Source: an optimization exercise on an open RTL-to-GDS flow (aim: small area, a short achievable clock period and few clock cycles). Production flows keep margins and buffers that such runs may drop. The RTL was checked by simulation tests, not by an equivalence proof against the original design. Power figures rest on the tool's default switching activity, not on a simulated workload.

<file path="flow/config.mk">
export PLATFORM = sky130hd
export DESIGN_NAME = usb_audio_unpack_volume
export DESIGN_NICKNAME = usb_audio_unpack_volume
export VERILOG_FILES = /design/flow/design.v
export SDC_FILE = /design/flow/constraint.sdc
export NUM_CORES = 4
export LEC_CHECK = 0
export CAP_MARGIN = 20
export CORE_MARGIN = 2
export CORE_UTILIZATION = 40
export CTS_BUF_LIST = sky130_fd_sc_hd__clkbuf_8
export CTS_CLUSTER_SIZE = 30
export SETUP_SLACK_MARGIN = 5
export SLEW_MARGIN = 20
</file>
<file path="flow/constraint.sdc">
create_clock -name core_clock -period 10.0 [get_ports {clk}]
set_input_delay 2.0000 -clock core_clock [delete_from_list [all_inputs] [get_ports {clk}]]
set_output_delay 2.0000 -clock core_clock [all_outputs]
set_load 0.01 [all_outputs]
</file>
<file path="flow/design.v">
`timescale 1ns / 1ps
`default_nettype none
package uavol_pkg;
  localparam int VOLUME_STEPS = 101;
  localparam int GAIN_IDX_W   = $clog2(VOLUME_STEPS);
  localparam int GAIN_W       = 30;
  localparam int GAIN_SHIFT   = 29;
  localparam logic [1:0] CFG_RESOLUTION   = 2'd0;
  localparam logic [1:0] CFG_LEFT_VOLUME  = 2'd1;
  localparam logic [1:0] CFG_RIGHT_VOLUME = 2'd2;
  localparam logic [1:0] RES_16   = 2'd0;
  localparam logic [1:0] RES_24   = 2'd1;
  localparam logic [1:0] RES_32   = 2'd2;
  localparam logic [1:0] RES_NONE = 2'd3;
  typedef logic [GAIN_W-1:0] gain_t;
  function automatic gain_t gain_table(input logic [GAIN_IDX_W-1:0] idx);
    gain_t g;
    case (idx)
      7'd0: g = 30'h20000000;
      7'd1: g = 30'h1c8520af;
      7'd2: g = 30'h196b230b;
      7'd3: g = 30'h16a77dea;
      7'd4: g = 30'h1430cd74;
      7'd5: g = 30'h11feb33c;
      7'd6: g = 30'h1009b9cf;
      7'd7: g = 30'h0e4b3b63;
      7'd8: g = 30'h0cbd4b3f;
      7'd9: g = 30'h0b5aa19b;
      7'd10: g = 30'h0a1e89b1;
      7'd11: g = 30'h0904d1bd;
      7'd12: g = 30'h0809bcc3;
      7'd13: g = 30'h0729f5d9;
      7'd14: g = 30'h066284d5;
      7'd15: g = 30'h05b0c438;
      7'd16: g = 30'h05125831;
      7'd17: g = 30'h04852697;
      7'd18: g = 30'h04074fcb;
      7'd19: g = 30'h03972853;
      7'd20: g = 30'h03333333;
      7'd21: g = 30'h02da1cde;
      7'd22: g = 30'h028ab6b4;
      7'd23: g = 30'h0243f2fd;
      7'd24: g = 30'h0204e158;
      7'd25: g = 30'h01ccab86;
      7'd26: g = 30'h019a9294;
      7'd27: g = 30'h016dec56;
      7'd28: g = 30'h0146211f;
      7'd29: g = 30'h0122a9c2;
      7'd30: g = 30'h01030dc4;
      7'd31: g = 30'h00e6e1c6;
      7'd32: g = 30'h00cdc613;
      7'd33: g = 30'h00b76562;
      7'd34: g = 30'h00a373ae;
      7'd35: g = 30'h0091ad38;
      7'd36: g = 30'h0081d59e;
      7'd37: g = 30'h0073b70f;
      7'd38: g = 30'h00672194;
      7'd39: g = 30'h005bea6e;
      7'd40: g = 30'h0051eb85;
      7'd41: g = 30'h004902e3;
      7'd42: g = 30'h00411245;
      7'd43: g = 30'h0039feb2;
      7'd44: g = 30'h0033b022;
      7'd45: g = 30'h002e1127;
      7'd46: g = 30'h00290ea8;
      7'd47: g = 30'h002497a2;
      7'd48: g = 30'h00209ce9;
      7'd49: g = 30'h001d10f9;
      7'd50: g = 30'h0019e7c6;
      7'd51: g = 30'h00171693;
      7'd52: g = 30'h001493ce;
      7'd53: g = 30'h001256f0;
      7'd54: g = 30'h0010585e;
      7'd55: g = 30'h000e9152;
      7'd56: g = 30'h000cfbc3;
      7'd57: g = 30'h000b924e;
      7'd58: g = 30'h000a5028;
      7'd59: g = 30'h0009310b;
      7'd60: g = 30'h00083126;
      7'd61: g = 30'h00074d16;
      7'd62: g = 30'h000681d3;
      7'd63: g = 30'h0005ccab;
      7'd64: g = 30'h00052b36;
      7'd65: g = 30'h00049b50;
      7'd66: g = 30'h00041b10;
      7'd67: g = 30'h0003a8c3;
      7'd68: g = 30'h000342e4;
      7'd69: g = 30'h0002e818;
      7'd70: g = 30'h0002972d;
      7'd71: g = 30'h00024f0e;
      7'd72: g = 30'h00020ec7;
      7'd73: g = 30'h0001d57e;
      7'd74: g = 30'h0001a26f;
      7'd75: g = 30'h000174ee;
      7'd76: g = 30'h00014c60;
      7'd77: g = 30'h0001283b;
      7'd78: g = 30'h00010804;
      7'd79: g = 30'h0000eb4d;
      7'd80: g = 30'h0000d1b7;
      7'd81: g = 30'h0000bae8;
      7'd82: g = 30'h0000a695;
      7'd83: g = 30'h00009477;
      7'd84: g = 30'h00008452;
      7'd85: g = 30'h000075ee;
      7'd86: g = 30'h0000691b;
      7'd87: g = 30'h00005dad;
      7'd88: g = 30'h0000537d;
      7'd89: g = 30'h00004a68;
      7'd90: g = 30'h00004251;
      7'd91: g = 30'h00003b1b;
      7'd92: g = 30'h000034ad;
      7'd93: g = 30'h00002ef3;
      7'd94: g = 30'h000029d7;
      7'd95: g = 30'h0000254b;
      7'd96: g = 30'h0000213c;
      7'd97: g = 30'h00001d9f;
      7'd98: g = 30'h00001a66;
      7'd99: g = 30'h00001787;
      7'd100: g = 30'h000014f8;
      default: g = 30'h000014f8;
    endcase
    gain_table = g;
  endfunction
  function automatic logic [GAIN_IDX_W-1:0] gain_index_hi(input logic [7:0] hi);
    case (hi)
      8'd0: gain_index_hi = 7'd0;
      8'd1: gain_index_hi = 7'd0;
      8'd2: gain_index_hi = 7'd0;
      8'd3: gain_index_hi = 7'd0;
      8'd4: gain_index_hi = 7'd0;
      8'd5: gain_index_hi = 7'd0;
      8'd6: gain_index_hi = 7'd0;
      8'd7: gain_index_hi = 7'd0;
      8'd8: gain_index_hi = 7'd0;
      8'd9: gain_index_hi = 7'd0;
      8'd10: gain_index_hi = 7'd0;
      8'd11: gain_index_hi = 7'd0;
      8'd12: gain_index_hi = 7'd0;
      8'd13: gain_index_hi = 7'd0;
      8'd14: gain_index_hi = 7'd0;
      8'd15: gain_index_hi = 7'd0;
      8'd16: gain_index_hi = 7'd0;
      8'd17: gain_index_hi = 7'd0;
      8'd18: gain_index_hi = 7'd0;
      8'd19: gain_index_hi = 7'd0;
      8'd20: gain_index_hi = 7'd0;
      8'd21: gain_index_hi = 7'd0;
      8'd22: gain_index_hi = 7'd0;
      8'd23: gain_index_hi = 7'd0;
      8'd24: gain_index_hi = 7'd0;
      8'd25: gain_index_hi = 7'd0;
      8'd26: gain_index_hi = 7'd0;
      8'd27: gain_index_hi = 7'd0;
      8'd28: gain_index_hi = 7'd0;
      8'd29: gain_index_hi = 7'd0;
      8'd30: gain_index_hi = 7'd0;
      8'd31: gain_index_hi = 7'd0;
      8'd32: gain_index_hi = 7'd0;
      8'd33: gain_index_hi = 7'd0;
      8'd34: gain_index_hi = 7'd0;
      8'd35: gain_index_hi = 7'd0;
      8'd36: gain_index_hi = 7'd0;
      8'd37: gain_index_hi = 7'd0;
      8'd38: gain_index_hi = 7'd0;
      8'd39: gain_index_hi = 7'd0;
      8'd40: gain_index_hi = 7'd0;
      8'd41: gain_index_hi = 7'd0;
      8'd42: gain_index_hi = 7'd0;
      8'd43: gain_index_hi = 7'd0;
      8'd44: gain_index_hi = 7'd0;
      8'd45: gain_index_hi = 7'd0;
      8'd46: gain_index_hi = 7'd0;
      8'd47: gain_index_hi = 7'd0;
      8'd48: gain_index_hi = 7'd0;
      8'd49: gain_index_hi = 7'd0;
      8'd50: gain_index_hi = 7'd0;
      8'd51: gain_index_hi = 7'd0;
      8'd52: gain_index_hi = 7'd0;
      8'd53: gain_index_hi = 7'd0;
      8'd54: gain_index_hi = 7'd0;
      8'd55: gain_index_hi = 7'd0;
      8'd56: gain_index_hi = 7'd0;
      8'd57: gain_index_hi = 7'd0;
      8'd58: gain_index_hi = 7'd0;
      8'd59: gain_index_hi = 7'd0;
      8'd60: gain_index_hi = 7'd0;
      8'd61: gain_index_hi = 7'd0;
      8'd62: gain_index_hi = 7'd0;
      8'd63: gain_index_hi = 7'd0;
      8'd64: gain_index_hi = 7'd0;
      8'd65: gain_index_hi = 7'd0;
      8'd66: gain_index_hi = 7'd0;
      8'd67: gain_index_hi = 7'd0;
      8'd68: gain_index_hi = 7'd0;
      8'd69: gain_index_hi = 7'd0;
      8'd70: gain_index_hi = 7'd0;
      8'd71: gain_index_hi = 7'd0;
      8'd72: gain_index_hi = 7'd0;
      8'd73: gain_index_hi = 7'd0;
      8'd74: gain_index_hi = 7'd0;
      8'd75: gain_index_hi = 7'd0;
      8'd76: gain_index_hi = 7'd0;
      8'd77: gain_index_hi = 7'd0;
      8'd78: gain_index_hi = 7'd0;
      8'd79: gain_index_hi = 7'd0;
      8'd80: gain_index_hi = 7'd0;
      8'd81: gain_index_hi = 7'd0;
      8'd82: gain_index_hi = 7'd0;
      8'd83: gain_index_hi = 7'd0;
      8'd84: gain_index_hi = 7'd0;
      8'd85: gain_index_hi = 7'd0;
      8'd86: gain_index_hi = 7'd0;
      8'd87: gain_index_hi = 7'd0;
      8'd88: gain_index_hi = 7'd0;
      8'd89: gain_index_hi = 7'd0;
      8'd90: gain_index_hi = 7'd0;
      8'd91: gain_index_hi = 7'd0;
      8'd92: gain_index_hi = 7'd0;
      8'd93: gain_index_hi = 7'd0;
      8'd94: gain_index_hi = 7'd0;
      8'd95: gain_index_hi = 7'd0;
      8'd96: gain_index_hi = 7'd0;
      8'd97: gain_index_hi = 7'd0;
      8'd98: gain_index_hi = 7'd0;
      8'd99: gain_index_hi = 7'd0;
      8'd100: gain_index_hi = 7'd0;
      8'd101: gain_index_hi = 7'd0;
      8'd102: gain_index_hi = 7'd0;
      8'd103: gain_index_hi = 7'd0;
      8'd104: gain_index_hi = 7'd0;
      8'd105: gain_index_hi = 7'd0;
      8'd106: gain_index_hi = 7'd0;
      8'd107: gain_index_hi = 7'd0;
      8'd108: gain_index_hi = 7'd0;
      8'd109: gain_index_hi = 7'd0;
      8'd110: gain_index_hi = 7'd0;
      8'd111: gain_index_hi = 7'd0;
      8'd112: gain_index_hi = 7'd0;
      8'd113: gain_index_hi = 7'd0;
      8'd114: gain_index_hi = 7'd0;
      8'd115: gain_index_hi = 7'd0;
      8'd116: gain_index_hi = 7'd0;
      8'd117: gain_index_hi = 7'd0;
      8'd118: gain_index_hi = 7'd0;
      8'd119: gain_index_hi = 7'd0;
      8'd120: gain_index_hi = 7'd0;
      8'd121: gain_index_hi = 7'd0;
      8'd122: gain_index_hi = 7'd0;
      8'd123: gain_index_hi = 7'd0;
      8'd124: gain_index_hi = 7'd0;
      8'd125: gain_index_hi = 7'd0;
      8'd126: gain_index_hi = 7'd0;
      8'd127: gain_index_hi = 7'd0;
      8'd128: gain_index_hi = 7'd100;
      8'd129: gain_index_hi = 7'd100;
      8'd130: gain_index_hi = 7'd100;
      8'd131: gain_index_hi = 7'd100;
      8'd132: gain_index_hi = 7'd100;
      8'd133: gain_index_hi = 7'd100;
      8'd134: gain_index_hi = 7'd100;
      8'd135: gain_index_hi = 7'd100;
      8'd136: gain_index_hi = 7'd100;
      8'd137: gain_index_hi = 7'd100;
      8'd138: gain_index_hi = 7'd100;
      8'd139: gain_index_hi = 7'd100;
      8'd140: gain_index_hi = 7'd100;
      8'd141: gain_index_hi = 7'd100;
      8'd142: gain_index_hi = 7'd100;
      8'd143: gain_index_hi = 7'd100;
      8'd144: gain_index_hi = 7'd100;
      8'd145: gain_index_hi = 7'd100;
      8'd146: gain_index_hi = 7'd100;
      8'd147: gain_index_hi = 7'd100;
      8'd148: gain_index_hi = 7'd100;
      8'd149: gain_index_hi = 7'd100;
      8'd150: gain_index_hi = 7'd100;
      8'd151: gain_index_hi = 7'd100;
      8'd152: gain_index_hi = 7'd100;
      8'd153: gain_index_hi = 7'd100;
      8'd154: gain_index_hi = 7'd100;
      8'd155: gain_index_hi = 7'd100;
      8'd156: gain_index_hi = 7'd99;
      8'd157: gain_index_hi = 7'd98;
      8'd158: gain_index_hi = 7'd97;
      8'd159: gain_index_hi = 7'd96;
      8'd160: gain_index_hi = 7'd95;
      8'd161: gain_index_hi = 7'd94;
      8'd162: gain_index_hi = 7'd93;
      8'd163: gain_index_hi = 7'd92;
      8'd164: gain_index_hi = 7'd91;
      8'd165: gain_index_hi = 7'd90;
      8'd166: gain_index_hi = 7'd89;
      8'd167: gain_index_hi = 7'd88;
      8'd168: gain_index_hi = 7'd87;
      8'd169: gain_index_hi = 7'd86;
      8'd170: gain_index_hi = 7'd85;
      8'd171: gain_index_hi = 7'd84;
      8'd172: gain_index_hi = 7'd83;
      8'd173: gain_index_hi = 7'd82;
      8'd174: gain_index_hi = 7'd81;
      8'd175: gain_index_hi = 7'd80;
      8'd176: gain_index_hi = 7'd79;
      8'd177: gain_index_hi = 7'd78;
      8'd178: gain_index_hi = 7'd77;
      8'd179: gain_index_hi = 7'd76;
      8'd180: gain_index_hi = 7'd75;
      8'd181: gain_index_hi = 7'd74;
      8'd182: gain_index_hi = 7'd73;
      8'd183: gain_index_hi = 7'd72;
      8'd184: gain_index_hi = 7'd71;
      8'd185: gain_index_hi = 7'd70;
      8'd186: gain_index_hi = 7'd69;
      8'd187: gain_index_hi = 7'd68;
      8'd188: gain_index_hi = 7'd67;
      8'd189: gain_index_hi = 7'd66;
      8'd190: gain_index_hi = 7'd65;
      8'd191: gain_index_hi = 7'd64;
      8'd192: gain_index_hi = 7'd63;
      8'd193: gain_index_hi = 7'd62;
      8'd194: gain_index_hi = 7'd61;
      8'd195: gain_index_hi = 7'd60;
      8'd196: gain_index_hi = 7'd59;
      8'd197: gain_index_hi = 7'd58;
      8'd198: gain_index_hi = 7'd57;
      8'd199: gain_index_hi = 7'd56;
      8'd200: gain_index_hi = 7'd55;
      8'd201: gain_index_hi = 7'd54;
      8'd202: gain_index_hi = 7'd53;
      8'd203: gain_index_hi = 7'd52;
      8'd204: gain_index_hi = 7'd51;
      8'd205: gain_index_hi = 7'd50;
      8'd206: gain_index_hi = 7'd49;
      8'd207: gain_index_hi = 7'd48;
      8'd208: gain_index_hi = 7'd47;
      8'd209: gain_index_hi = 7'd46;
      8'd210: gain_index_hi = 7'd45;
      8'd211: gain_index_hi = 7'd44;
      8'd212: gain_index_hi = 7'd43;
      8'd213: gain_index_hi = 7'd42;
      8'd214: gain_index_hi = 7'd41;
      8'd215: gain_index_hi = 7'd40;
      8'd216: gain_index_hi = 7'd39;
      8'd217: gain_index_hi = 7'd38;
      8'd218: gain_index_hi = 7'd37;
      8'd219: gain_index_hi = 7'd36;
      8'd220: gain_index_hi = 7'd35;
      8'd221: gain_index_hi = 7'd34;
      8'd222: gain_index_hi = 7'd33;
      8'd223: gain_index_hi = 7'd32;
      8'd224: gain_index_hi = 7'd31;
      8'd225: gain_index_hi = 7'd30;
      8'd226: gain_index_hi = 7'd29;
      8'd227: gain_index_hi = 7'd28;
      8'd228: gain_index_hi = 7'd27;
      8'd229: gain_index_hi = 7'd26;
      8'd230: gain_index_hi = 7'd25;
      8'd231: gain_index_hi = 7'd24;
      8'd232: gain_index_hi = 7'd23;
      8'd233: gain_index_hi = 7'd22;
      8'd234: gain_index_hi = 7'd21;
      8'd235: gain_index_hi = 7'd20;
      8'd236: gain_index_hi = 7'd19;
      8'd237: gain_index_hi = 7'd18;
      8'd238: gain_index_hi = 7'd17;
      8'd239: gain_index_hi = 7'd16;
      8'd240: gain_index_hi = 7'd15;
      8'd241: gain_index_hi = 7'd14;
      8'd242: gain_index_hi = 7'd13;
      8'd243: gain_index_hi = 7'd12;
      8'd244: gain_index_hi = 7'd11;
      8'd245: gain_index_hi = 7'd10;
      8'd246: gain_index_hi = 7'd9;
      8'd247: gain_index_hi = 7'd8;
      8'd248: gain_index_hi = 7'd7;
      8'd249: gain_index_hi = 7'd6;
      8'd250: gain_index_hi = 7'd5;
      8'd251: gain_index_hi = 7'd4;
      8'd252: gain_index_hi = 7'd3;
      8'd253: gain_index_hi = 7'd2;
      8'd254: gain_index_hi = 7'd1;
      8'd255: gain_index_hi = 7'd0;
      default: gain_index_hi = 7'd0;
    endcase
  endfunction
  function automatic logic [GAIN_IDX_W-1:0] gain_index_hi_z(input logic [7:0] hi);
    case (hi)
      8'd0: gain_index_hi_z = 7'd0;
      8'd1: gain_index_hi_z = 7'd0;
      8'd2: gain_index_hi_z = 7'd0;
      8'd3: gain_index_hi_z = 7'd0;
      8'd4: gain_index_hi_z = 7'd0;
      8'd5: gain_index_hi_z = 7'd0;
      8'd6: gain_index_hi_z = 7'd0;
      8'd7: gain_index_hi_z = 7'd0;
      8'd8: gain_index_hi_z = 7'd0;
      8'd9: gain_index_hi_z = 7'd0;
      8'd10: gain_index_hi_z = 7'd0;
      8'd11: gain_index_hi_z = 7'd0;
      8'd12: gain_index_hi_z = 7'd0;
      8'd13: gain_index_hi_z = 7'd0;
      8'd14: gain_index_hi_z = 7'd0;
      8'd15: gain_index_hi_z = 7'd0;
      8'd16: gain_index_hi_z = 7'd0;
      8'd17: gain_index_hi_z = 7'd0;
      8'd18: gain_index_hi_z = 7'd0;
      8'd19: gain_index_hi_z = 7'd0;
      8'd20: gain_index_hi_z = 7'd0;
      8'd21: gain_index_hi_z = 7'd0;
      8'd22: gain_index_hi_z = 7'd0;
      8'd23: gain_index_hi_z = 7'd0;
      8'd24: gain_index_hi_z = 7'd0;
      8'd25: gain_index_hi_z = 7'd0;
      8'd26: gain_index_hi_z = 7'd0;
      8'd27: gain_index_hi_z = 7'd0;
      8'd28: gain_index_hi_z = 7'd0;
      8'd29: gain_index_hi_z = 7'd0;
      8'd30: gain_index_hi_z = 7'd0;
      8'd31: gain_index_hi_z = 7'd0;
      8'd32: gain_index_hi_z = 7'd0;
      8'd33: gain_index_hi_z = 7'd0;
      8'd34: gain_index_hi_z = 7'd0;
      8'd35: gain_index_hi_z = 7'd0;
      8'd36: gain_index_hi_z = 7'd0;
      8'd37: gain_index_hi_z = 7'd0;
      8'd38: gain_index_hi_z = 7'd0;
      8'd39: gain_index_hi_z = 7'd0;
      8'd40: gain_index_hi_z = 7'd0;
      8'd41: gain_index_hi_z = 7'd0;
      8'd42: gain_index_hi_z = 7'd0;
      8'd43: gain_index_hi_z = 7'd0;
      8'd44: gain_index_hi_z = 7'd0;
      8'd45: gain_index_hi_z = 7'd0;
      8'd46: gain_index_hi_z = 7'd0;
      8'd47: gain_index_hi_z = 7'd0;
      8'd48: gain_index_hi_z = 7'd0;
      8'd49: gain_index_hi_z = 7'd0;
      8'd50: gain_index_hi_z = 7'd0;
      8'd51: gain_index_hi_z = 7'd0;
      8'd52: gain_index_hi_z = 7'd0;
      8'd53: gain_index_hi_z = 7'd0;
      8'd54: gain_index_hi_z = 7'd0;
      8'd55: gain_index_hi_z = 7'd0;
      8'd56: gain_index_hi_z = 7'd0;
      8'd57: gain_index_hi_z = 7'd0;
      8'd58: gain_index_hi_z = 7'd0;
      8'd59: gain_index_hi_z = 7'd0;
      8'd60: gain_index_hi_z = 7'd0;
      8'd61: gain_index_hi_z = 7'd0;
      8'd62: gain_index_hi_z = 7'd0;
      8'd63: gain_index_hi_z = 7'd0;
      8'd64: gain_index_hi_z = 7'd0;
      8'd65: gain_index_hi_z = 7'd0;
      8'd66: gain_index_hi_z = 7'd0;
      8'd67: gain_index_hi_z = 7'd0;
      8'd68: gain_index_hi_z = 7'd0;
      8'd69: gain_index_hi_z = 7'd0;
      8'd70: gain_index_hi_z = 7'd0;
      8'd71: gain_index_hi_z = 7'd0;
      8'd72: gain_index_hi_z = 7'd0;
      8'd73: gain_index_hi_z = 7'd0;
      8'd74: gain_index_hi_z = 7'd0;
      8'd75: gain_index_hi_z = 7'd0;
      8'd76: gain_index_hi_z = 7'd0;
      8'd77: gain_index_hi_z = 7'd0;
      8'd78: gain_index_hi_z = 7'd0;
      8'd79: gain_index_hi_z = 7'd0;
      8'd80: gain_index_hi_z = 7'd0;
      8'd81: gain_index_hi_z = 7'd0;
      8'd82: gain_index_hi_z = 7'd0;
      8'd83: gain_index_hi_z = 7'd0;
      8'd84: gain_index_hi_z = 7'd0;
      8'd85: gain_index_hi_z = 7'd0;
      8'd86: gain_index_hi_z = 7'd0;
      8'd87: gain_index_hi_z = 7'd0;
      8'd88: gain_index_hi_z = 7'd0;
      8'd89: gain_index_hi_z = 7'd0;
      8'd90: gain_index_hi_z = 7'd0;
      8'd91: gain_index_hi_z = 7'd0;
      8'd92: gain_index_hi_z = 7'd0;
      8'd93: gain_index_hi_z = 7'd0;
      8'd94: gain_index_hi_z = 7'd0;
      8'd95: gain_index_hi_z = 7'd0;
      8'd96: gain_index_hi_z = 7'd0;
      8'd97: gain_index_hi_z = 7'd0;
      8'd98: gain_index_hi_z = 7'd0;
      8'd99: gain_index_hi_z = 7'd0;
      8'd100: gain_index_hi_z = 7'd0;
      8'd101: gain_index_hi_z = 7'd0;
      8'd102: gain_index_hi_z = 7'd0;
      8'd103: gain_index_hi_z = 7'd0;
      8'd104: gain_index_hi_z = 7'd0;
      8'd105: gain_index_hi_z = 7'd0;
      8'd106: gain_index_hi_z = 7'd0;
      8'd107: gain_index_hi_z = 7'd0;
      8'd108: gain_index_hi_z = 7'd0;
      8'd109: gain_index_hi_z = 7'd0;
      8'd110: gain_index_hi_z = 7'd0;
      8'd111: gain_index_hi_z = 7'd0;
      8'd112: gain_index_hi_z = 7'd0;
      8'd113: gain_index_hi_z = 7'd0;
      8'd114: gain_index_hi_z = 7'd0;
      8'd115: gain_index_hi_z = 7'd0;
      8'd116: gain_index_hi_z = 7'd0;
      8'd117: gain_index_hi_z = 7'd0;
      8'd118: gain_index_hi_z = 7'd0;
      8'd119: gain_index_hi_z = 7'd0;
      8'd120: gain_index_hi_z = 7'd0;
      8'd121: gain_index_hi_z = 7'd0;
      8'd122: gain_index_hi_z = 7'd0;
      8'd123: gain_index_hi_z = 7'd0;
      8'd124: gain_index_hi_z = 7'd0;
      8'd125: gain_index_hi_z = 7'd0;
      8'd126: gain_index_hi_z = 7'd0;
      8'd127: gain_index_hi_z = 7'd0;
      8'd128: gain_index_hi_z = 7'd100;
      8'd129: gain_index_hi_z = 7'd100;
      8'd130: gain_index_hi_z = 7'd100;
      8'd131: gain_index_hi_z = 7'd100;
      8'd132: gain_index_hi_z = 7'd100;
      8'd133: gain_index_hi_z = 7'd100;
      8'd134: gain_index_hi_z = 7'd100;
      8'd135: gain_index_hi_z = 7'd100;
      8'd136: gain_index_hi_z = 7'd100;
      8'd137: gain_index_hi_z = 7'd100;
      8'd138: gain_index_hi_z = 7'd100;
      8'd139: gain_index_hi_z = 7'd100;
      8'd140: gain_index_hi_z = 7'd100;
      8'd141: gain_index_hi_z = 7'd100;
      8'd142: gain_index_hi_z = 7'd100;
      8'd143: gain_index_hi_z = 7'd100;
      8'd144: gain_index_hi_z = 7'd100;
      8'd145: gain_index_hi_z = 7'd100;
      8'd146: gain_index_hi_z = 7'd100;
      8'd147: gain_index_hi_z = 7'd100;
      8'd148: gain_index_hi_z = 7'd100;
      8'd149: gain_index_hi_z = 7'd100;
      8'd150: gain_index_hi_z = 7'd100;
      8'd151: gain_index_hi_z = 7'd100;
      8'd152: gain_index_hi_z = 7'd100;
      8'd153: gain_index_hi_z = 7'd100;
      8'd154: gain_index_hi_z = 7'd100;
      8'd155: gain_index_hi_z = 7'd100;
      8'd156: gain_index_hi_z = 7'd100;
      8'd157: gain_index_hi_z = 7'd99;
      8'd158: gain_index_hi_z = 7'd98;
      8'd159: gain_index_hi_z = 7'd97;
      8'd160: gain_index_hi_z = 7'd96;
      8'd161: gain_index_hi_z = 7'd95;
      8'd162: gain_index_hi_z = 7'd94;
      8'd163: gain_index_hi_z = 7'd93;
      8'd164: gain_index_hi_z = 7'd92;
      8'd165: gain_index_hi_z = 7'd91;
      8'd166: gain_index_hi_z = 7'd90;
      8'd167: gain_index_hi_z = 7'd89;
      8'd168: gain_index_hi_z = 7'd88;
      8'd169: gain_index_hi_z = 7'd87;
      8'd170: gain_index_hi_z = 7'd86;
      8'd171: gain_index_hi_z = 7'd85;
      8'd172: gain_index_hi_z = 7'd84;
      8'd173: gain_index_hi_z = 7'd83;
      8'd174: gain_index_hi_z = 7'd82;
      8'd175: gain_index_hi_z = 7'd81;
      8'd176: gain_index_hi_z = 7'd80;
      8'd177: gain_index_hi_z = 7'd79;
      8'd178: gain_index_hi_z = 7'd78;
      8'd179: gain_index_hi_z = 7'd77;
      8'd180: gain_index_hi_z = 7'd76;
      8'd181: gain_index_hi_z = 7'd75;
      8'd182: gain_index_hi_z = 7'd74;
      8'd183: gain_index_hi_z = 7'd73;
      8'd184: gain_index_hi_z = 7'd72;
      8'd185: gain_index_hi_z = 7'd71;
      8'd186: gain_index_hi_z = 7'd70;
      8'd187: gain_index_hi_z = 7'd69;
      8'd188: gain_index_hi_z = 7'd68;
      8'd189: gain_index_hi_z = 7'd67;
      8'd190: gain_index_hi_z = 7'd66;
      8'd191: gain_index_hi_z = 7'd65;
      8'd192: gain_index_hi_z = 7'd64;
      8'd193: gain_index_hi_z = 7'd63;
      8'd194: gain_index_hi_z = 7'd62;
      8'd195: gain_index_hi_z = 7'd61;
      8'd196: gain_index_hi_z = 7'd60;
      8'd197: gain_index_hi_z = 7'd59;
      8'd198: gain_index_hi_z = 7'd58;
      8'd199: gain_index_hi_z = 7'd57;
      8'd200: gain_index_hi_z = 7'd56;
      8'd201: gain_index_hi_z = 7'd55;
      8'd202: gain_index_hi_z = 7'd54;
      8'd203: gain_index_hi_z = 7'd53;
      8'd204: gain_index_hi_z = 7'd52;
      8'd205: gain_index_hi_z = 7'd51;
      8'd206: gain_index_hi_z = 7'd50;
      8'd207: gain_index_hi_z = 7'd49;
      8'd208: gain_index_hi_z = 7'd48;
      8'd209: gain_index_hi_z = 7'd47;
      8'd210: gain_index_hi_z = 7'd46;
      8'd211: gain_index_hi_z = 7'd45;
      8'd212: gain_index_hi_z = 7'd44;
      8'd213: gain_index_hi_z = 7'd43;
      8'd214: gain_index_hi_z = 7'd42;
      8'd215: gain_index_hi_z = 7'd41;
      8'd216: gain_index_hi_z = 7'd40;
      8'd217: gain_index_hi_z = 7'd39;
      8'd218: gain_index_hi_z = 7'd38;
      8'd219: gain_index_hi_z = 7'd37;
      8'd220: gain_index_hi_z = 7'd36;
      8'd221: gain_index_hi_z = 7'd35;
      8'd222: gain_index_hi_z = 7'd34;
      8'd223: gain_index_hi_z = 7'd33;
      8'd224: gain_index_hi_z = 7'd32;
      8'd225: gain_index_hi_z = 7'd31;
      8'd226: gain_index_hi_z = 7'd30;
      8'd227: gain_index_hi_z = 7'd29;
      8'd228: gain_index_hi_z = 7'd28;
      8'd229: gain_index_hi_z = 7'd27;
      8'd230: gain_index_hi_z = 7'd26;
      8'd231: gain_index_hi_z = 7'd25;
      8'd232: gain_index_hi_z = 7'd24;
      8'd233: gain_index_hi_z = 7'd23;
      8'd234: gain_index_hi_z = 7'd22;
      8'd235: gain_index_hi_z = 7'd21;
      8'd236: gain_index_hi_z = 7'd20;
      8'd237: gain_index_hi_z = 7'd19;
      8'd238: gain_index_hi_z = 7'd18;
      8'd239: gain_index_hi_z = 7'd17;
      8'd240: gain_index_hi_z = 7'd16;
      8'd241: gain_index_hi_z = 7'd15;
      8'd242: gain_index_hi_z = 7'd14;
      8'd243: gain_index_hi_z = 7'd13;
      8'd244: gain_index_hi_z = 7'd12;
      8'd245: gain_index_hi_z = 7'd11;
      8'd246: gain_index_hi_z = 7'd10;
      8'd247: gain_index_hi_z = 7'd9;
      8'd248: gain_index_hi_z = 7'd8;
      8'd249: gain_index_hi_z = 7'd7;
      8'd250: gain_index_hi_z = 7'd6;
      8'd251: gain_index_hi_z = 7'd5;
      8'd252: gain_index_hi_z = 7'd4;
      8'd253: gain_index_hi_z = 7'd3;
      8'd254: gain_index_hi_z = 7'd2;
      8'd255: gain_index_hi_z = 7'd1;
      default: gain_index_hi_z = 7'd0;
    endcase
  endfunction
  function automatic logic [GAIN_IDX_W-1:0] gain_index(input logic [15:0] vol);
    gain_index = (vol[7:0] == 8'd0) ? gain_index_hi_z(vol[15:8]) : gain_index_hi(vol[15:8]);
  endfunction
endpackage
`default_nettype wire
`timescale 1ns / 1ps
`default_nettype none
module uavol_unpack (
  input  wire logic                 clk,
  input  wire logic                 rst_n,
  input  wire logic                 in_valid,
  input  wire logic                 in_stall,
  input  wire logic [7:0]           in_data_byte,
  input  wire logic                 in_last_byte,
  input  wire logic                 cfg_wr_en,
  input  wire logic [1:0]           cfg_index,
  input  wire logic [15:0]          cfg_data,
  output logic                      emit,         
  output logic                      emit_here,    
  output logic                      e_acc,
  output logic                      l_acc,
  output logic                      e_no,
  output logic                      l_no,
  output logic [31:0]               frm_left,
  output logic [31:0]               frm_right,
  output logic                      frm_last,
  output logic [1:0]                frm_res_l,    
  output logic [1:0]                frm_res_r,
  output logic [6:0]                idx_l,        
  output logic [6:0]                idx_r
);
  logic [1:0]  res_r, res_nxt;
  logic [6:0]  idx_l_r, idx_r_r;
  logic [6:0]  cfg_idx;
  logic [2:0]  byte_pos_r, byte_pos_nxt;
  logic [23:0] partial_r, partial_nxt;
  logic [31:0] held_left_r, held_left_nxt;
  logic [1:0]  held_res_r, held_res_nxt;
  logic        accept;
  logic        unsupported;
  logic [1:0]  k;
  logic        second;
  logic        sample_done;
  logic [2:0]  pos_inc;
  logic [31:0] w_join;
  logic [31:0] w_sample;
  function automatic logic [6:0] pos_decode(input logic [1:0] res, input logic [2:0] p);
    case ({res, p})
      5'd0 : pos_decode = {2'd0, 1'b0, 1'b0, 3'd1};
      5'd1 : pos_decode = {2'd1, 1'b0, 1'b1, 3'd2};
      5'd2 : pos_decode = {2'd0, 1'b1, 1'b0, 3'd3};
      5'd3 : pos_decode = {2'd1, 1'b1, 1'b1, 3'd0};
      5'd4 : pos_decode = {2'd0, 1'b0, 1'b0, 3'd1};
      5'd5 : pos_decode = {2'd0, 1'b0, 1'b0, 3'd1};
      5'd6 : pos_decode = {2'd0, 1'b0, 1'b0, 3'd1};
      5'd7 : pos_decode = {2'd0, 1'b0, 1'b0, 3'd1};
      5'd8 : pos_decode = {2'd0, 1'b0, 1'b0, 3'd1};
      5'd9 : pos_decode = {2'd1, 1'b0, 1'b0, 3'd2};
      5'd10: pos_decode = {2'd2, 1'b0, 1'b1, 3'd3};
      5'd11: pos_decode = {2'd0, 1'b1, 1'b0, 3'd4};
      5'd12: pos_decode = {2'd1, 1'b1, 1'b0, 3'd5};
      5'd13: pos_decode = {2'd2, 1'b1, 1'b1, 3'd0};
      5'd14: pos_decode = {2'd0, 1'b0, 1'b0, 3'd1};
      5'd15: pos_decode = {2'd0, 1'b0, 1'b0, 3'd1};
      5'd16: pos_decode = {2'd0, 1'b0, 1'b0, 3'd1};
      5'd17: pos_decode = {2'd1, 1'b0, 1'b0, 3'd2};
      5'd18: pos_decode = {2'd2, 1'b0, 1'b0, 3'd3};
      5'd19: pos_decode = {2'd3, 1'b0, 1'b1, 3'd4};
      5'd20: pos_decode = {2'd0, 1'b1, 1'b0, 3'd5};
      5'd21: pos_decode = {2'd1, 1'b1, 1'b0, 3'd6};
      5'd22: pos_decode = {2'd2, 1'b1, 1'b0, 3'd7};
      5'd23: pos_decode = {2'd3, 1'b1, 1'b1, 3'd0};
      default: pos_decode = {2'd0, 1'b0, 1'b0, 3'd0};   
    endcase
  endfunction
  assign accept = in_valid && !in_stall;
  always_comb begin
    res_nxt = res_r;
    if (cfg_wr_en && cfg_index == uavol_pkg::CFG_RESOLUTION) res_nxt = cfg_data[1:0];
  end
  assign cfg_idx = uavol_pkg::gain_index(cfg_data);
  always_ff @(posedge clk) begin
    if (!rst_n) begin
      res_r   <= uavol_pkg::RES_16;
      idx_l_r <= '0;
      idx_r_r <= '0;
    end else begin
      res_r <= res_nxt;
      if (cfg_wr_en && cfg_index == uavol_pkg::CFG_LEFT_VOLUME)  idx_l_r <= cfg_idx;
      if (cfg_wr_en && cfg_index == uavol_pkg::CFG_RIGHT_VOLUME) idx_r_r <= cfg_idx;
    end
  end
  always_comb begin
    unsupported = (res_r == uavol_pkg::RES_NONE);
    {k, second, sample_done, pos_inc} = pos_decode(res_r, byte_pos_r);
    w_join      = {8'd0, partial_r} | ({24'd0, in_data_byte} << {k, 3'd0});
    w_sample    = w_join;
    emit_here   = !unsupported && sample_done && second;
    emit        = accept && emit_here;
  end
  always_comb begin
    byte_pos_nxt  = byte_pos_r;
    partial_nxt   = partial_r;
    held_left_nxt = held_left_r;
    held_res_nxt  = held_res_r;
    if (accept) begin
      byte_pos_nxt = pos_inc;
      if (unsupported || sample_done || in_last_byte) begin
        partial_nxt = '0;
      end else if (k == 2'd0) begin
        partial_nxt = {16'd0, in_data_byte};
      end else begin
        partial_nxt = partial_r | ({16'd0, in_data_byte} << {k, 3'd0});
      end
      if (!unsupported && sample_done && !second) begin
        held_left_nxt = w_sample;
        held_res_nxt  = res_r;
      end
      if (in_last_byte) begin
        byte_pos_nxt = 3'd0;
      end
    end
  end
  always_ff @(posedge clk) begin
    if (!rst_n) begin
      byte_pos_r  <= '0;
      partial_r   <= '0;
      held_left_r <= '0;
      held_res_r  <= '0;
    end else begin
      byte_pos_r  <= byte_pos_nxt;
      partial_r   <= partial_nxt;
      held_left_r <= held_left_nxt;
      held_res_r  <= held_res_nxt;
    end
  end
  function automatic logic ends_frame(input logic [1:0] res, input logic [2:0] p);
    ends_frame = res != uavol_pkg::RES_NONE && p == {res, 1'b1} + 3'd2;
  endfunction
  function automatic logic ends_left(input logic [1:0] res, input logic [2:0] p);
    ends_left = res != uavol_pkg::RES_NONE && p == {1'b0, res} + 3'd1;
  endfunction
  logic res_wr;
  always_comb begin
    res_wr = cfg_wr_en && cfg_index == uavol_pkg::CFG_RESOLUTION;
    e_acc  = !in_last_byte && (res_wr ? pos_inc[0] && pos_inc[2:1] != 2'd0
                                      : ends_frame(res_r, pos_inc));
    l_acc  = !in_last_byte && (res_wr ? pos_inc[2] == 1'b0 && pos_inc[1:0] != 2'd0
                                      : ends_left(res_r, pos_inc));
    e_no   = res_wr ? byte_pos_r[0] && byte_pos_r[2:1] != 2'd0  : ends_frame(res_r, byte_pos_r);
    l_no   = res_wr ? byte_pos_r[2] == 1'b0 && byte_pos_r[1:0] != 2'd0 : ends_left(res_r, byte_pos_r);
  end
  assign frm_res_l  = held_res_r;
  assign frm_res_r  = res_r;
  assign frm_left   = held_left_r;
  assign frm_right  = w_sample;
  assign frm_last   = in_last_byte;
  assign idx_l      = idx_l_r;
  assign idx_r      = idx_r_r;
endmodule
`default_nettype wire
`timescale 1ns / 1ps
`default_nettype none
module uavol_scale (
  input  wire logic               clk,
  input  wire logic               rst_n,
  input  wire logic               load,
  input  wire logic [31:0]        frm_left,
  input  wire logic [31:0]        frm_right,
  input  wire logic               frm_last,
  input  wire logic [1:0]         frm_res_l,
  input  wire logic [1:0]         frm_res_r,
  input  wire logic [6:0]         idx_l,
  input  wire logic [6:0]         idx_r,
  output logic                    free_ahead,
  output logic                    held_free_ahead,
  output logic                    out_valid,
  input  wire logic               out_stall,
  output logic signed [31:0]      out_left_sample,
  output logic signed [31:0]      out_right_sample,
  output logic                    out_last_frame
);
  logic                  full_r, full_nxt;
  logic                  first_r;               
  logic [2:0]            rem_l_r;               
  logic [2:0]            rem_r_r;
  logic [1:0]            pos_l_r;               
  logic [8:0]            top_l_r;               
  logic [31:0]           buf_r_r;               
  logic [1:0]            pos_r_r;               
  logic [8:0]            top_r_r;               
  logic [6:0]            idx_r_r;               
  uavol_pkg::gain_t      gain_r;                
  logic [11:0]           dig_r;                 
  logic                  last_r;
  logic                  out_valid_r, out_valid_nxt;
  logic [31:0]           out_left_r;
  logic                  out_last_r;
  logic                  hold;
  logic                  step;
  logic                  step_l, step_r;
  logic                  switch;
  logic                  done;
  uavol_pkg::gain_t      rom_gain;
  logic [8:0]            left_window;
  function automatic logic [2:0] booth(input logic [2:0] b);
    booth = {b[2], (b[2] & ~b[1] & ~b[0]) | (~b[2] & b[1] & b[0]), b[1] ^ b[0]};
  endfunction
  function automatic logic [11:0] booth4(input logic [8:0] w);
    booth4 = {booth(w[8:6]), booth(w[6:4]), booth(w[4:2]), booth(w[2:0])};
  endfunction
  function automatic logic [31:0] urow(input logic [2:0] d, input uavol_pkg::gain_t g);
    logic [30:0] m;
    m    = ({31{d[0]}} & {1'b0, g}) | ({31{d[1]}} & {g, 1'b0});
    urow = {~d[2], m ^ {31{d[2]}}};
  endfunction
  function automatic logic [79:0] mac(input logic [39:0] s, input logic [39:0] c,
                                      input logic n3, input logic first,
                                      input logic [11:0] d, input uavol_pkg::gain_t g);
    logic [39:0] sh, ch, u0, u1, u2, u3, s1a, c1a, s1b, c1b, s2, c2, so, co;
    logic [9:0]  low;
    logic [1:0]  c8;
    low = {2'b0, s[7:0]} + {2'b0, c[7:0]} + {3'b0, n3, 6'b0};
    c8  = first ? 2'b0 : low[9:8];
    sh  = first ? 40'h0080000000 : {8'b0, s[39:8]};
    ch  = first ? 40'h0 : {8'b0, c[39:8]};
    u0  = {8'b01010101, urow(d[2:0], g)};
    u1  = {6'b0, urow(d[5:3], g), 1'b0, d[2]};
    u2  = {4'b0, urow(d[8:6], g), 1'b0, d[5], 2'b0};
    u3  = {2'b0, urow(d[11:9], g), 1'b0, d[8], 4'b0};
    s1a = u0 ^ u1 ^ u2;
    c1a = {(u0[38:0] & u1[38:0] | u0[38:0] & u2[38:0] | u1[38:0] & u2[38:0]), 1'b0};
    s1b = u3 ^ sh ^ ch;
    c1b = {(u3[38:0] & sh[38:0] | u3[38:0] & ch[38:0] | sh[38:0] & ch[38:0]), c8[0]};
    s2  = s1a ^ c1a ^ s1b;
    c2  = {(s1a[38:0] & c1a[38:0] | s1a[38:0] & s1b[38:0] | c1a[38:0] & s1b[38:0]), c8[1]};
    so  = s2 ^ c2 ^ c1b;
    co  = {(s2[38:0] & c2[38:0] | s2[38:0] & c1b[38:0] | c2[38:0] & c1b[38:0]), c8[1]};
    mac = {so, co};
  endfunction
  logic [39:0] sum_r, car_r;        
  logic        n3_r;
  logic        pend_l_r, pend_r_r;   
  logic [31:0] out_right_r;
  logic [36:0] result;
  assign result = sum_r[36:0] + car_r[36:0] + {30'd0, n3_r, 6'd0};
  logic last_pos;     
  logic boundary;     
  logic freeze;       
  logic pend_last_r;  
  logic        b_occ_r;
  logic [8:0]  b_byte0_r, b_top_r;
  logic [6:0]  b_idx_l_r, b_idx_r_r;
  logic        b_last_r;
  logic [1:0]  b_res_l_r, b_res_r_r;
  logic        cur_free;     
  logic        cur_load;     
  logic        b_write;      
  logic [8:0]  src_top_r;
  logic [1:0]  top_r_res;
  logic [31:0] top_r_from;
  logic [8:0]  src_byte0, src_top;
  logic [6:0]  src_idx_r;
  logic        src_last;
  logic [1:0]  src_res_l, src_res_r;
  logic [8:0]  new_top;
  assign last_pos = rem_l_r == 3'd0 && rem_r_r == 3'd1;
  assign boundary = !full_r || last_pos;
  assign hold     = out_valid_r && out_stall;
  assign freeze   = hold && (pend_l_r || pend_r_r);
  assign step     = full_r && !freeze;
  assign step_l   = step && rem_l_r != 3'd0;
  assign step_r   = step && rem_l_r == 3'd0;
  assign switch   = step_l && rem_l_r == 3'd1;
  assign done     = step && last_pos;
  assign cur_free = !full_r || done;
  assign cur_load = cur_free && (b_occ_r || load);
  assign b_write  = load && (b_occ_r || !cur_free);
  always_comb begin
    case (frm_res_l)
      2'd0:    new_top = frm_left[15:7];
      2'd1:    new_top = frm_left[23:15];
      default: new_top = frm_left[31:23];
    endcase
    top_r_from = b_occ_r ? buf_r_r : frm_right;
    top_r_res  = b_occ_r ? b_res_r_r : frm_res_r;
    case (top_r_res)
      2'd0:    src_top_r = top_r_from[15:7];
      2'd1:    src_top_r = top_r_from[23:15];
      default: src_top_r = top_r_from[31:23];
    endcase
    src_byte0 = b_occ_r ? b_byte0_r : {frm_left[7:0], 1'b0};
    src_top   = b_occ_r ? b_top_r   : new_top;
    src_idx_r = b_occ_r ? b_idx_r_r : idx_r;
    src_last  = b_occ_r ? b_last_r  : frm_last;
    src_res_l = b_occ_r ? b_res_l_r : frm_res_l;
    src_res_r = b_occ_r ? b_res_r_r : frm_res_r;
  end
  always_comb begin
    full_nxt      = cur_load || (full_r && !done);
    out_valid_nxt = pend_r_r || hold;
  end
  always_comb begin
    logic       full_a, b_a, pl_a, pr_a, sure;
    logic [2:0] rl_a, rr_a;
    if (cur_free && b_occ_r) begin
      full_a = 1'b1;
      b_a    = 1'b0;
      rl_a   = {1'b0, b_res_l_r} + 3'd2;
      rr_a   = {1'b0, b_res_r_r} + 3'd2;
    end else begin
      full_a = full_r && !done;
      b_a    = b_occ_r;
      rl_a   = step_l ? rem_l_r - 3'd1 : rem_l_r;
      rr_a   = step_r ? rem_r_r - 3'd1 : rem_r_r;
    end
    pl_a   = freeze ? pend_l_r : switch;
    pr_a   = freeze ? pend_r_r : done;
    sure   = !((pl_a || pr_a) && out_valid_nxt);
    free_ahead      = !b_a && (!full_a || rl_a == 3'd0 && (rr_a <= 3'd2 || rr_a == 3'd3 && sure) ||
                               rl_a == 3'd1 && rr_a == 3'd2 && sure);
    held_free_ahead = (!full_a || rl_a <= 3'd2 || (rl_a == 3'd3 && sure)) &&
                      !(b_a && b_res_l_r != 2'd0);
  end
  always_comb begin
    left_window = pos_l_r[1] ? frm_left[23:15] : frm_left[15:7];
  end
  assign rom_gain = uavol_pkg::gain_table((full_r && rem_l_r == 3'd1) ? idx_r_r :
                                          (b_occ_r ? b_idx_l_r : idx_l));
  always_ff @(posedge clk) begin
    if (!rst_n) begin
      full_r      <= 1'b0;
      out_valid_r <= 1'b0;
      pend_l_r    <= 1'b0;
      pend_r_r    <= 1'b0;
      b_occ_r     <= 1'b0;
    end else begin
      if (b_write)                 b_occ_r <= 1'b1;
      else if (cur_free && b_occ_r) b_occ_r <= 1'b0;
      full_r      <= full_nxt;
      out_valid_r <= out_valid_nxt;
      if (!freeze) begin
        pend_l_r <= switch;
        pend_r_r <= done;
      end
    end
  end
  always_ff @(posedge clk) begin
    if (cur_load || step_l) rem_l_r <= boundary ? {1'b0, src_res_l} + 3'd2 : rem_l_r - 3'd1;
    if (cur_load || step_r) rem_r_r <= boundary ? {1'b0, src_res_r} + 3'd2 : rem_r_r - 3'd1;
    if (cur_load || step_l) pos_l_r <= boundary ? 2'd1 : pos_l_r + 2'd1;
    if (load) buf_r_r <= frm_right;
    if (switch || step_r) pos_r_r <= switch ? 2'd1 : pos_r_r + 2'd1;
    if (cur_load) begin
      idx_r_r <= src_idx_r;
      last_r  <= src_last;
      top_l_r <= src_top;
      top_r_r <= src_top_r;
    end
    if (b_write) begin
      b_byte0_r <= {frm_left[7:0], 1'b0};
      b_top_r   <= new_top;
      b_idx_l_r <= idx_l;
      b_idx_r_r <= idx_r;
      b_last_r  <= frm_last;
      b_res_l_r <= frm_res_l;
      b_res_r_r <= frm_res_r;
    end
    if (!full_r || !freeze && (rem_l_r == 3'd1 || last_pos)) gain_r <= rom_gain;
    if (cur_load || step) begin
      if (boundary)              dig_r <= booth4(src_byte0);
      else if (rem_l_r == 3'd1)  dig_r <= booth4({buf_r_r[7:0], 1'b0});
      else if (rem_l_r == 3'd0 && rem_r_r == 3'd2) dig_r <= booth4(top_r_r);
      else if (rem_l_r == 3'd2)  dig_r <= booth4(top_l_r);
      else if (rem_l_r != 3'd0)  dig_r <= booth4(left_window);
      else                       dig_r <= booth4(pos_r_r[1] ? buf_r_r[23:15] : buf_r_r[15:7]);
      first_r <= boundary || rem_l_r == 3'd1;
    end
    if (step) begin
      {sum_r, car_r} <= mac(sum_r, car_r, n3_r, first_r, dig_r, gain_r);
      n3_r           <= dig_r[11];
    end
    if (pend_l_r && !hold) out_left_r  <= result[36:5];
    if (pend_r_r && !hold) begin
      out_right_r <= result[36:5];
      out_last_r  <= pend_last_r;
    end
    if (done) pend_last_r <= last_r;
  end
  assign out_valid        = out_valid_r;
  assign out_left_sample  = out_left_r;
  assign out_right_sample = out_right_r;
  assign out_last_frame   = out_last_r;
endmodule
`default_nettype wire
`timescale 1ns / 1ps
`default_nettype none
module usb_audio_unpack_volume (
  input  wire logic               clk,
  input  wire logic               rst_n,
  input  wire logic               in_valid,
  output logic                    in_stall,
  input  wire logic [7:0]         in_data_byte,
  input  wire logic               in_last_byte,
  output logic                    out_valid,
  input  wire logic               out_stall,
  output logic signed [31:0]      out_left_sample,
  output logic signed [31:0]      out_right_sample,
  output logic                    out_last_frame,
  input  wire logic               cfg_wr_en,
  input  wire logic [1:0]         cfg_index,
  input  wire logic [15:0]        cfg_data
);
  logic             in_stall_r;
  logic             emit;
  logic             emit_here;
  logic             e_acc, l_acc, e_no, l_no;
  logic             free_ahead;
  logic             held_free_ahead;
  logic             accept;
  logic [31:0]      frm_left;
  logic [31:0]      frm_right;
  logic             frm_last;
  logic [1:0]       frm_res_l;
  logic [1:0]       frm_res_r;
  logic [6:0]       idx_l;
  logic [6:0]       idx_r;
  always_ff @(posedge clk) begin
    if (!rst_n) begin
      in_stall_r <= 1'b0;
    end else begin
      if (accept) in_stall_r <= !emit_here && (e_acc && !free_ahead || l_acc && !held_free_ahead);
      else        in_stall_r <= e_no && !free_ahead || l_no && !held_free_ahead;
    end
  end
  assign in_stall = in_stall_r;
  assign accept   = in_valid && !in_stall_r;
  uavol_unpack u_unpack (
    .clk          (clk),
    .rst_n        (rst_n),
    .in_valid     (in_valid),
    .in_stall     (in_stall_r),
    .in_data_byte (in_data_byte),
    .in_last_byte (in_last_byte),
    .cfg_wr_en    (cfg_wr_en),
    .cfg_index    (cfg_index),
    .cfg_data     (cfg_data),
    .emit         (emit),
    .emit_here    (emit_here),
    .e_acc        (e_acc),
    .l_acc        (l_acc),
    .e_no         (e_no),
    .l_no         (l_no),
    .frm_left     (frm_left),
    .frm_right    (frm_right),
    .frm_last     (frm_last),
    .frm_res_l    (frm_res_l),
    .frm_res_r    (frm_res_r),
    .idx_l        (idx_l),
    .idx_r        (idx_r)
  );
  uavol_scale u_scale (
    .clk              (clk),
    .rst_n            (rst_n),
    .load             (emit),
    .frm_left         (frm_left),
    .frm_right        (frm_right),
    .frm_last         (frm_last),
    .frm_res_l        (frm_res_l),
    .frm_res_r        (frm_res_r),
    .idx_l            (idx_l),
    .idx_r            (idx_r),
    .free_ahead       (free_ahead),
    .held_free_ahead  (held_free_ahead),
    .out_valid        (out_valid),
    .out_stall        (out_stall),
    .out_left_sample  (out_left_sample),
    .out_right_sample (out_right_sample),
    .out_last_frame   (out_last_frame)
  );
endmodule
`default_nettype wire
</file>
<file path="flow/flow/run.sh">
#!/bin/bash
set -euo pipefail
bash standard.sh SETUP_SLACK_MARGIN=6.9 "BUFFER_PORTS_ARGS=-buffer_cell sky130_fd_sc_hd__buf_1" finish > standard_make.log 2>&1
</file>
<file path="flow/standard.sh">
#!/bin/bash
# synth_recipe.tcl (not shown) runs the flow's synth.tcl, then flattens the netlist and writes it again
# the make line also repeats each setting of config.mk as NAME=value (left out here)
make -C /OpenROAD-flow-scripts/flow DESIGN_CONFIG=/design/flow/config.mk WORK_HOME=/design/flow/orfs CLKGATE_MAP_FILE= SYNTH_SCRIPT=/design/flow/synth_recipe.tcl "${@:-finish}"
</file>
==> run summary, run 1 <==
The detailed-route wire length came out at ~82 mm. The HPWL after detailed placement is 56.1 mm. The critical path data arrival time is 1250 ps. Dividing the detail-routed via count by the number of cells gives 5.78.

The clock insertion delay at the later pin of the skew report came out at 670 ps. The fraction of layout instances using a drive strength above 1 is 16.5%. The net count after synthesis is approximately 3,000. The pin count of the biggest net entering global routing came out at between 80 and 90. The fraction of power spent switching nets is roughly 28%.

Global routing finished with a remaining overflow of 0. The storage element area came out at between 0.01 and 0.015 mm2. The root buffer cell is sky130_fd_sc_hd__clkbuf_8. Measured against the total synthesized area, the mux share comes to about 3.2%. The finished cells cover 0.0312 mm2. After synthesis, the mean cell area works out to just under 10 um2. The final worst clock skew is 35.5 ps. The number of cells in the design after placement came out at 3,534. The core region is 0.0669 mm2. Counting every sink on the clock net gives around 370. Measured against its own limit, the worst slew margin works out to roughly two fifths.

The count of buffers added on input and output ports is 98. The post-synthesis compound-gate area fraction is between 10% and 20%. The placed instances occupy a cell area of between 0.02 and 0.03 mm2. The number of CTS-inserted buffers is 68. The net total in the final layout came out at ~3,100. The via count of the first global-routing pass is about 21,000. During I/O placement, the number of pins put on the boundary was 99.

Yosys mapped a number of flops with a built-in enable equal to slightly below 300. Global routing consumed, over all layers together, between 20% and 30% of the routing resources. The cell internal power dissipation came out at about 2700 uW. For this design the static power due to leakage is between 0.01 and 0.015 uW.

The largest family of logic cells by synthesized area is compound AO/OA/AOI/OAI gates. The number of standard cells in the final layout excluding fillers came out at roughly 3,700. The worst setup path is captured at a primary output. Setup repair after global routing could not meet its margin everywhere. In this run, flip-flops and latches consume between 40 and 50% of the power. The setup TNS came out at 0 ps. The total number of vias came out at 21,700. The netlist uses 84 different library cells. The power density over the cells came out at roughly 120 mW/mm2. The kind of cell with the highest combined delay along the critical path is flip-flops. The total DRC errors in the routed layout came out at 0.

The number of antenna violations at the first check in global routing is 0. The synthesized instance count is 2,739. The width of the die is around 260 um. The mapped netlist covers approximately 0.027 mm2. STA classifies the critical path startpoint as a register. VDD sags by at most 100 uV. In the finished design, the share of the clock period the worst path needs comes to roughly 32%. The number of antenna diodes in the final layout is 0. Yosys printed 3 warnings.

The clock tree from TritonCTS is built. Hold timing on the final database bottoms out at a slack of between 400 and 500 ps. Among all cell types in the netlist, the one instantiated most often is sky130_fd_sc_hd__nand2_1. Max-cap violations in this run came to 0. The layout filler cell count came out at between 6,000 and 7,000. The combinational share of power is 15.1%. At the pin with the least slew margin, the transition time is around 920 ps. The weighted congestion at the end of routability-driven global placement is between 0.9 and 1. The floorplan step defined a die boundary enclosing 0.0694 mm2.

The proportion of register bits with asynchronous set or reset after synthesis is 0%. The detailed router's first-iteration violation count came out at approximately 2,300. The critical path start-end classification is reg -> out. In the final layout, the multi-input gates occupy around 0.016 mm2. The starting density of the core is roughly 40%. The first global-routing pass estimated around 130 mm of wire. The xor/xnor share of the synthesized area came out at 6.28%. The top achievable clock speed came out at 308 MHz.

The H-tree level count came out at 3. After floorplanning, the core was divided into between 90 and 100 placement rows. Subtracting the final worst setup slack from the clock period gives roughly 3200 ps. The number of optimization iterations in the first detailed-route pass came out at 7.

The number of buffers on the longest clock path came out at 3. The slowest cell on the critical path is sky130_fd_sc_hd__edfxtp_1. The synthesized-area fraction occupied by adder cells came out at 15.1%. The flow ran to the end and the layout has no timing, DRC or antenna violations.

The maximum single-stage delay on the critical path came out at 450 ps. sky130_fd_sc_hd__edfxtp_1 takes more of the synthesized area than any other cell. The proportion of netlist area held by the largest area contributor is 32.5%.

After synthesis, the most frequently instantiated cells are sky130_fd_sc_hd__nand2_1 (330), sky130_fd_sc_hd__edfxtp_1 (291), sky130_fd_sc_hd__inv_1 (190). The portion of the post-synthesis area used by sequential elements came out at just under 40%. The hold buffer count at CTS came out at 0. The net switching power figure came out at ~1100 uW. The critical path goes through buf_1. By area the synthesized netlist is led by sky130_fd_sc_hd__edfxtp_1 (32%), sky130_fd_sc_hd__fa_1 (9.2%), sky130_fd_sc_hd__dfxtp_1 (6.2%).

The number of slew-limit violations in the final report is 0. The hold violation total from the final report came out at 0. The area share of and/or/nand/nor cells after synthesis is 12.0%. The antenna violation net count after detailed routing is 0. The top fanout value on the critical path is 1. The number of buffers and inverters on the critical path is 1. The clock transition at the registers of the reported paths came out at ~60 ps. The die extent in y came out at between 200 and 300 um.

At the worst endpoint, the required time is 8000 ps. For this run, the leading register cell type out of synthesis is sky130_fd_sc_hd__edfxtp_1. The path class of the tightest hold or removal check is reg -> reg. The area growth from synthesis to layout is 15.8%. The wire length per cell came out at 21.9 um. Of the total power, the clock network draws roughly 39%. The flip-flop and latch count after synthesis came out at roughly 370. The number of endpoints failing setup at the final stage came out at 0.
==> layout make-up <==
| class | instances | area share [%] |
|---|---|---|
| multi-input combinational | 1965 | 50.7 |
| tap | 873 | 3.50 |
| inverter | 195 | 2.51 |
| timing repair buffer | 218 | 5.52 |
| clock buffer | 74 | 3.27 |
| timing repair inverter | 2 | 0.0482 |
| sequential | 374 | 33.4 |
| clock inverter | 48 | 1.08 |
==> what timing repair did <==
item / in CTS / in global routing
pin swaps: 25 / 36
gates resized for setup: 125 / 145
setup endpoints to repair: 394 / 307
buffers inserted: 60 / 27
cloned: 3 / 3
==> per-layer routing <==
metal / track usage [%] / share of wire [%] / routed length (um)
met3: 3.73 / 6.7 / 5530
met5: 0 / 0 / 0
met4: 10.1 / 4.3 / 3520
met1: 30.1 / 42 / 34600
met2: 37.7 / 47 / 38500
==> cell families (layout without fill, tap and decap cells) <==
family,Yosys count,in the layout
flops,374,374
simple gates,693,693
compound gates,753,754
buf+inv,401,537
fa+ha+maj,250,250
mux,75,75
xor+xnor,193,193
==> power groups by stage <==
stage	logic (uW)	registers, uW	clock network (uW)
global route	654	1770	1590
global placement	541	1800	0
finish	576	1760	1470
floorplan	419	1770	0
CTS	572	1760	1520
detailed placement	557	1800	0
==> cells in the final DEF, fill, tap and decap left out, types with 41 or more instances in the layout <==
cell	netlist	final
sky130_fd_sc_hd__o21ai_0	142	121
sky130_fd_sc_hd__nor2b_1	54	49
sky130_fd_sc_hd__clkbuf_2	20	54
sky130_fd_sc_hd__ha_1	126	110
sky130_fd_sc_hd__a22oi_1	148	138
sky130_fd_sc_hd__inv_1	190	203
sky130_fd_sc_hd__dfxtp_1	83	78
sky130_fd_sc_hd__clkbuf_8	0	74
sky130_fd_sc_hd__fa_1	124	122
sky130_fd_sc_hd__nand2_1	330	318
sky130_fd_sc_hd__edfxtp_1	291	291
sky130_fd_sc_hd__nor2_1	118	102
sky130_fd_sc_hd__mux2i_1	42	41
sky130_fd_sc_hd__xnor2_1	170	166
sky130_fd_sc_hd__buf_1	20	41
sky130_fd_sc_hd__buf_4	2	79
sky130_fd_sc_hd__a21oi_1	147	135
sky130_fd_sc_hd__o211ai_1	43	43
==> registers in the layout, summed over array words and instances (netlist names), 8 cells and up <==
name,cells
u_scale.car_r,39
u_scale.sum_r,38
u_scale.buf_r_r,32
u_scale.out_left_r,32
u_scale.out_right_r,32
u_unpack.held_left_r,32
u_scale.gain_r,30
u_unpack.partial_r,24
u_scale.dig_r,12
u_scale.b_top_r,9
u_scale.top_l_r,9
u_scale.top_r_r,9
u_scale.b_byte0_r,8
==> stage by stage <==
| step | setup WS, ps | total power (uW) | utilization, % |
|---|---|---|---|
| 6_report | 6750 | 3810 | 46.6 |
| 4_1_cts | 6670 | 3850 | 45.6 |
| 3_3_place_gp | 5940 | 2340 | 41.8 |
| 3_5_place_dp | 5850 | 2350 | 41.8 |
| 2_1_floorplan | 5500 | 2180 | - |
| 5_1_grt | 6650 | 4010 | 46.6 |
==> path summary, 6_finish.rpt <==
path / from / to / slack, ps / depth (start not counted)
min reg2reg: u_scale.last_r / u_scale.pend_last_r / 440 / 0
max: u_scale.out_last_r / out_last_frame / 6750 / 1
max reg2reg: u_scale.rem_l_r[1] / u_scale.gain_r[11] / 6780 / 13
min: u_scale.last_r / u_scale.pend_last_r / 440 / 0
Testbench counts, summed over its fixed seeds: cycles 19,044.
==> run 2, diff against run 1 <==
==> flow/flow/run.sh (replaced) <==
#!/bin/bash
set -euo pipefail
bash standard.sh SETUP_SLACK_MARGIN=7 "BUFFER_PORTS_ARGS=-buffer_cell sky130_fd_sc_hd__buf_1" finish > standard_make.log 2>&1
==> run 2 against run 1 <==
Still clean on timing, DRC and antenna. Combinational power is 6.8% higher. Non-clock buffer count is 74 higher. Power is 0.55% higher. Register-to-register slack hardly changed. Synthesized area stayed put. Clock skew is 12 ps lower. Die area stayed put. Via count is 3.8% higher. Design area is 4.7% higher. Cell count is 2.1% higher. Critical path type is now reg -> reg. Largest cell class unchanged.
==> run summary, run 2 <==
The number of cells on the worst reg-to-reg path is 11. By count the netlist is led by sky130_fd_sc_hd__nand2_1 (330), sky130_fd_sc_hd__edfxtp_1 (291), sky130_fd_sc_hd__inv_1 (190). In this run the count of I/O pins placed on the die edge is 99. The remaining global-route overflow came out at 0.

The worst-case headroom to the max-slew limit is 26.7%. For this run, the register share of the synthesized area comes to approximately 39%. The cell sitting at the root of the clock tree is a sky130_fd_sc_hd__clkbuf_8. The total DRC errors in the routed layout came out at 0.

The worst path in the final design needs a cycle of 3210 ps, including I/O delays and setup. STA puts the critical path data required time at 10,390 ps. The floorplan has between 90 and 100 rows. The number of flip-flops in the largest register is 39. The clock insertion delay at the later pin of the skew report is approximately 670 ps. The via count of the first global-routing pass is around 22,000. Summed over all failing endpoints, the final setup total negative slack is 0 ps. For this run, the detailed router's first-pass iteration total came to 6. After synthesis, the cell types taking the most area are sky130_fd_sc_hd__edfxtp_1 (32%), sky130_fd_sc_hd__fa_1 (9.2%), sky130_fd_sc_hd__dfxtp_1 (6.2%). In this run the mean area of a mapped cell was ~9.8 um2. Of all nets on the critical path, the largest fanout is 4. The total routing resource utilization after global routing came out at a little under a quarter. For this run, the top clock speed supported by timing is around 310 MHz. Following the worst setup path forward leads to its endpoint at u_scale.out_left_r[31]. The proportion of register bits with asynchronous set or reset after synthesis is 0%. The floorplan step set the die width to 263 um. The worst setup path is of the reg -> reg kind. The share of the cycle needed by the critical path after routing came out at 32.1%. The global-route wire length before repair is approximately 130 mm. The run finished with no timing, DRC or antenna violations. STA classifies the critical path startpoint as a register. The post-placement cell area came out at 0.0280 mm2. The final worst clock skew came out at around 23 ps. The number of antenna violations at the first check in global routing came out at 1. The top cell types in the final layout, fill and taps aside, are sky130_fd_sc_hd__nand2_1 (312), sky130_fd_sc_hd__edfxtp_1 (291), sky130_fd_sc_hd__inv_1 (193). The proportion of netlist area held by the largest area contributor is about a third. The final layout contains about 3,200 nets. The die covers just under 0.07 mm2. The static leakage came out at roughly 0.013 uW.

The number of CTS-inserted buffers came out at 70. The transition time at the pin with the least slew margin came out at 1100 ps. sky130_fd_sc_hd__nand2_1 is the most common cell in the netlist. Setup violations remaining at the end of the flow were counted as 0. The number of nets handed over by synthesis was 3,021. The synthesized instance count is approximately 2,700. In this run, placement finished with an instance count of 3,538.

The largest area contributor in the synthesized netlist is sky130_fd_sc_hd__edfxtp_1. The half-perimeter wire length after detailed placement is between 50 and 60 mm. Summed over all layers, the routed wires come to 86.9 mm. The total number of vias is 22,500.

The antenna violation net count after detailed routing came out at 0. The die extent in y is 263 um. Entering global routing, the biggest net connects between 80 and 90 pins. The clock sink count came out at between 300 and 400. The clock transition at the registers of the reported paths came out at ~50 ps. The fraction of layout instances using a drive strength above 1 is 22.4%. The reg2reg setup slack is just under 7000 ps. The weighted congestion at the end of routability-driven global placement came out at between 0.9 and 1. The wire length per cell is ~23 um. The longest clock path from root to sink contains 3 buffers. The critical path data arrival time came out at approximately 3600 ps. The startpoint identified for the worst hold timing path is u_scale.last_r. The path type of the worst min-delay path is reg -> reg.

The number of warnings printed during yosys synthesis is 3. The number of slew-limit violations in the final report is 0. After the first detailed-routing iteration, the DRC count stood at 2,485. The worst voltage drop across the vdd grid is 100 uV. For this configuration, the core starts out at a cell density of between 40% and 50%.

After synthesis, the netlist uses 84 different library cells. Buffers placed on the I/O ports in this run total between 90 and 100. The worst hold slack after final layout came out at 421 ps. Setup repair after global routing could not meet its margin everywhere. The number of standard cells in the final layout excluding fillers came out at ~3,800.
[run 2: metal layers]
| layer | routed length, um | GRT usage (%) | up-vias |
|---|---|---|---|
| li1 | - | - | 10100 |
| met1 | 35100 | 30.4 | 11000 |
| met2 | 41200 | 39.7 | 1109 |
| met3 | 6620 | 4.39 | 268 |
| met4 | 3940 | 10.9 | 2 |
| met5 | 13 | 0 | - |
[run 2: worst min-delay path by stage]
stage / endpoint / slack (ps) / cells past startpoint
floorplan: u_scale.out_last_r / 400 / 0
global placement: u_scale.pend_last_r / 420 / 0
detailed placement: u_scale.pend_last_r / 410 / 0
CTS: u_scale.pend_last_r / 420 / 0
global route: u_scale.pend_last_r / 440 / 0
finish: u_scale.pend_last_r / 420 / 0
[run 2: metrics by stage]
| stage | worst slack [ps] | total power [uW] | utilization, % |
|---|---|---|---|
| after floorplan | 5500 | 2190 | - |
| after global placement | 5900 | 2340 | 41.8 |
| after detailed placement | 5840 | 2350 | 41.9 |
| after CTS | 6750 | 3840 | 46.6 |
| after global routing | 6670 | 4020 | 48.8 |
| final | 6790 | 3830 | 48.8 |
[run 2: logic make-up after synthesis]
| logic type | count (synthesis) | synth area share [%] |
|---|---|---|
| and+or+nand+nor | 693 | 12.0 |
| xor gates and xnor gates | 193 | 6.28 |
| AOI/OAI and AO/OA | 753 | 18.8 |
| muxes | 75 | 3.20 |
| buffers and inverters | 401 | 5.97 |
| DFF | 374 | 38.6 |
| adders and majority gates | 250 | 15.1 |
[run 2: cell type report]
| type | count | area, um2 |
|---|---|---|
| fillers | 6152 | 34300 |
| multi-input cells | 1966 | 16300 |
| flip-flops and latches | 374 | 10400 |
| repair buffers | 292 | 2650 |
| well taps | 873 | 1090 |
| clock buffers | 70 | 963 |
| inverters | 195 | 791 |
| clock inverters | 54 | 369 |
| repair inverters | 2 | 12.5 |
[run 2: power breakdown]
part	leakage (uW)	internal (uW)	switching, uW
logic	0.00860	261	353
registers	0.00344	1730	40.2
clock network	0.000780	747	704
total	0.0128	2730	1100
[run 2: worst max-delay path: stages, from the launching register on]
cell and delay, ps:
sky130_fd_sc_hd__edfxtp_1 430, sky130_fd_sc_hd__buf_6 150, sky130_fd_sc_hd__fa_2 550, sky130_fd_sc_hd__nand4_1 190, sky130_fd_sc_hd__a211oi_4 340, sky130_fd_sc_hd__o211ai_1 110
sky130_fd_sc_hd__buf_4 170, sky130_fd_sc_hd__o211ai_4 300, sky130_fd_sc_hd__a41oi_4 210, sky130_fd_sc_hd__o21ai_4 250, sky130_fd_sc_hd__nor2_2 80, sky130_fd_sc_hd__xnor2_2 140
[run 2: timing repair]
| action | 4_1_cts | 5_1_grt |
|---|---|---|
| gates cloned | 10 | 9 |
| endpoints found under the hold margin | 0 | 0 |
| hold buffers | 0 | 0 |
| setup endpoints to repair | 402 | 290 |
| setup buffers | 95 | 50 |
| resized for setup | 170 | 275 |
| pin swaps | 50 | 140 |

## re-timing with driven ports
How much do the figures lean on ideal ports? The routed layouts below were timed once more, with nothing changed but the port constraints.
Step 1 assumes that a clkbuf_16 drives the clock port and a buf_2 every other input.
Step 2 also shifts input and output timing later by t, the mid clock arrival at the registers, as if the neighbouring blocks saw the same clock.
a / b / c = ideal / step 1 / step 2; a / b = the first two.
| run | shift t [ns] | slack for setup (ns) |
|---|---|---|
| run 1 | 0.713 | 6.750 / 6.691 / 6.203 |
| run 2 | 0.718 | 6.787 / 6.732 / 6.176 |
After both steps every run listed still meets setup and hold.
